Background: an optimization exercise with open tools, aiming at small area, a short achievable clock period and few clock cycles per item. Do not read the settings as production practice. Function was checked by simulation only, so behaviour that the tests miss may differ from the original.

==> 06-15 <==
## burst_mem_ctrl
module burst_mem_ctrl #(
  parameter int unsigned DATA_W    = 8,
  parameter int unsigned ADDR_W    = 8,
  parameter int unsigned BURST_LEN = 4,
  parameter int unsigned MEM_DEPTH = 512
) (
  input  logic              clk,
  input  logic              rst,
  input  logic              req_valid,
  output logic              req_ready,
  input  logic              req_write,
  input  logic [ADDR_W-1:0] req_addr,
  input  logic              wr_valid,
  output logic              wr_ready,
  input  logic [DATA_W-1:0] wr_data,
  output logic              rd_valid,
  input  logic              rd_ready,
  output logic [DATA_W-1:0] rd_data,
  output logic              rd_last,
  output logic              busy
);
  localparam int unsigned BEAT_W = $clog2(BURST_LEN);
  localparam int unsigned MEM_AW = $clog2(MEM_DEPTH);
  localparam int unsigned NLINE  = MEM_DEPTH / BURST_LEN;
  localparam int unsigned LINE_W = MEM_AW - BEAT_W;
  localparam int unsigned LA_W   = LINE_W / 2;
  localparam int unsigned LA_N   = 1 << LA_W;
  localparam int unsigned LB_N   = 1 << (LINE_W - LA_W);
  localparam int unsigned RQN = 8;               
  localparam int unsigned WQN = 2;               
  logic [NLINE-1:0][BURST_LEN-1:0][DATA_W-1:0] mem;
  logic [RQN-1:0][LINE_W-1:0] rq_line_q, rq_line_d;
  logic [RQN-1:0][WQN-1:0]    rq_pend_q, rq_pend_d;
  logic [RQN-1:0]             rq_same_q, rq_same_d;
  logic [RQN-1:0]             rq_v_q, rq_v_d;
  logic [NLINE-1:0]           rsel_q, rsel_d;    
  logic [LINE_W-1:0]          lastw_q, lastw_d;  
  logic [BURST_LEN-1:0][DATA_W-1:0] lb_q, lb_d;
  logic                       lb_v_q, lb_v_d;
  logic [BURST_LEN-1:0]       lbb_q, lbb_d;      
  logic [WQN-1:0][LINE_W-1:0] wq_line_q, wq_line_d;
  logic [WQN-1:0]             wq_v_q, wq_v_d;
  logic [BURST_LEN-1:0]       wbb_q, wbb_d;      
  logic [LA_N-1:0]            wsa_q, wsa_d;      
  logic [LB_N-1:0]            wsc_q, wsc_d;      
  logic                       wgo_q, wgo_d;      
  logic                       wgl_q, wgl_d;      
  logic [BURST_LEN-1:0]       wgb_q, wgb_d;      
  ...
export LEC_CHECK = 0
export CAP_MARGIN = 20
export CORE_MARGIN = 2
export CORE_UTILIZATION = 50
export CTS_CLUSTER_DIAMETER = 80
export CTS_CLUSTER_SIZE = 20
export SETUP_SLACK_MARGIN = 2.9
export SLEW_MARGIN = 20
export TNS_END_PERCENT = 5
export BUFFER_PORTS_ARGS = -buffer_cell sky130_fd_sc_hd__buf_4
create_clock -name core_clock -period 5.6 [get_ports {clk}]
standard.sh (not shown) runs the stock make flow with config.mk's settings and CLKGATE_MAP_FILE= SYNTH_SCRIPT=/design/flow/synth_recipe.tcl, a recipe that flattens the netlist after the stock synthesis.
==> flow/flow/run.sh <==
#!/bin/bash
set -euo pipefail
echo "export BUFFER_PORTS_ARGS = -buffer_cell sky130_fd_sc_hd__buf_4" >> config.mk
bash standard.sh > standard.log 2>&1
==> inputs of 10-25, as changes to 06-15 <==
--- a/flow/design.v
+++ b/flow/design.v
@@ -28,17 +28,17 @@
   localparam int unsigned LB_N   = 1 << (LINE_W - LA_W);
   localparam int unsigned RQN = 8;               
   localparam int unsigned WQN = 2;               
   logic [NLINE-1:0][BURST_LEN-1:0][DATA_W-1:0] mem;
   logic [RQN-1:0][LINE_W-1:0] rq_line_q, rq_line_d;
   logic [RQN-1:0][WQN-1:0]    rq_pend_q, rq_pend_d;
   logic [RQN-1:0]             rq_same_q, rq_same_d;
   logic [RQN-1:0]             rq_v_q, rq_v_d;
-  logic [NLINE-1:0]           rsel_q, rsel_d;    
+  logic [LINE_W-1:0]          rline_q;           
   logic [LINE_W-1:0]          lastw_q, lastw_d;  
   logic [BURST_LEN-1:0][DATA_W-1:0] lb_q, lb_d;
   logic                       lb_v_q, lb_v_d;
   logic [BURST_LEN-1:0]       lbb_q, lbb_d;      
   logic [WQN-1:0][LINE_W-1:0] wq_line_q, wq_line_d;
   logic [WQN-1:0]             wq_v_q, wq_v_d;
   logic [BURST_LEN-1:0]       wbb_q, wbb_d;      
   logic [LA_N-1:0]            wsa_q, wsa_d;      
@@ -68,22 +68,17 @@
   assign w_push   = req_fire && req_write;
   assign wr_fire  = wr_valid && wgo_q;
   assign w_last   = wr_valid && wgl_q;
   assign rd_take  = lb_v_q && (!rd_valid_q || rd_ready);
   assign lb_free  = !lb_v_q || (lbb_q[BURST_LEN-1] && (!rd_valid_q || rd_ready));
   assign lb_load  = rq_v_q[0] && lb_free &&
                     (!rq_pend_q[0][0] ||
                      (!rq_pend_q[0][WQN-1] && w_last && !rq_same_q[0]));
-  always_comb begin
-    line_rdata = '0;
-    for (int l = 0; l < NLINE; l++) begin
-      if (rsel_q[l]) line_rdata = line_rdata | mem[l];
-    end
-  end
+  assign line_rdata = mem[rline_q];
   always_comb begin
     lb_d       = lb_q;
     lb_v_d     = lb_v_q;
     lbb_d      = lbb_q;
     rd_valid_d = rd_valid_q;
     wbb_d      = wbb_q;
     lastw_d    = lastw_q;
     rd_data_d = {DATA_W{!rd_take}} & rd_data_q;
@@ -150,17 +145,16 @@
         rq_line_d[i] = req_line;
         rq_pend_d[i] = wq_v_d;
         rq_same_d[i] = (req_line == lastw_q);
         rq_v_d[i]    = 1'b1;
       end
     end
     if (lb_load) rline_d = rq_v_q[1] ? rq_line_q[1] : req_line;
     else         rline_d = rq_v_q[0] ? rq_line_q[0] : req_line;
-    for (int l = 0; l < NLINE; l++) rsel_d[l] = (rline_d == LINE_W'(l));
     if (w_last) begin
       wsa_d = wq_v_q[1] ? dec_a(wq_line_q[1]) : dec_a(req_line);
       wsc_d = wq_v_q[1] ? dec_c(wq_line_q[1]) : dec_c(req_line);
     end else begin
       wsa_d = wq_v_q[0] ? wsa_q : dec_a(req_line);
       wsc_d = wq_v_q[0] ? wsc_q : dec_c(req_line);
     end
     req_ready_d = !rq_v_d[RQN-1] && !wq_v_d[WQN-1];
@@ -200,17 +194,17 @@
     end
   end
   always_ff @(posedge clk) begin
     rq_line_q  <= rq_line_d;
     rq_pend_q  <= rq_pend_d;
     rq_same_q  <= rq_same_d;
     wq_line_q  <= wq_line_d;
     lastw_q    <= lastw_d;
-    rsel_q     <= rsel_d;
+    rline_q    <= rline_d;
     wsa_q      <= wsa_d;
     wsc_q      <= wsc_d;
     lb_q       <= lb_d;
     lbb_q      <= lbb_d;
     rd_data_q  <= rd_data_d;
   end
   always_ff @(posedge clk) begin
     for (int l = 0; l < NLINE; l++) begin
==> reports/qor.yml <==
status: "complete, no violations"
cts_resized: 336
synthTopCellsByArea: "edfxtp_1 (76%), mux4_2 (14%), and3_1 (1.9%), mux2_2 (1.1%), a221oi_1 (1.0%)"
met1_usage_pct: 34.8
worstPathCellList: "buf_16 > buf_4 > clkbuf_16 > mux4_2 > mux2_2 > o22ai_2 > a21oi_1 > a21oi_4 > nand2_1 > o31a_1"
intPower_mw: 46.4
finalCriticalPeriod_ns: 3.16
synthMuxAreaShare_pct: 14.9
The numbers above come from 10-25.

==> reports/qor.yml <==
met1_usage_pct: 57.2
status: "finished with violations"
cts_resized: 490
failed_checks: "antenna violations"
synthMuxAreaShare_pct: 0.464
intPower_mw: 45.9
finalCriticalPeriod_ns: 3.18
final_antenna_net_count: 11
The numbers above come from 06-15.

Testbench counts of 06-15, summed over its fixed seeds: cycles 7,710, bursts 3,200.
Testbench counts of 10-25, summed over its fixed seeds: cycles 7,710, bursts 3,200.

-- static timing again, ports no longer ideal --
The flow's constraints put no driver on any port. The routed layouts listed below were extracted and timed again, unchanged, in two steps.
Step 1 sets driving cells, clkbuf_16 on the clock port and buf_2 on the other inputs (assumed; they add their load-dependent delay and slew).
Step 2 times the ports against the registers' clock, not the clock port: input delays grow and output delays shrink by t, the midpoint of the rising clock arrivals with the driver on.
Slacks: no drivers / after step 1 / after step 2; pairs: no drivers / after step 1.
run | t (ns) | setup slack, ns | worst setup path at the end | latest minus earliest clock arrival (ns) | cell pins on the clock port's net
06-15 | 1.079 | 2.422 / 2.422 / 1.678 | input to register | 0.068 / 0.069 | 1
10-25 | 1.040 | 2.439 / 2.439 / 1.695 | input to register | 0.058 / 0.057 | 1
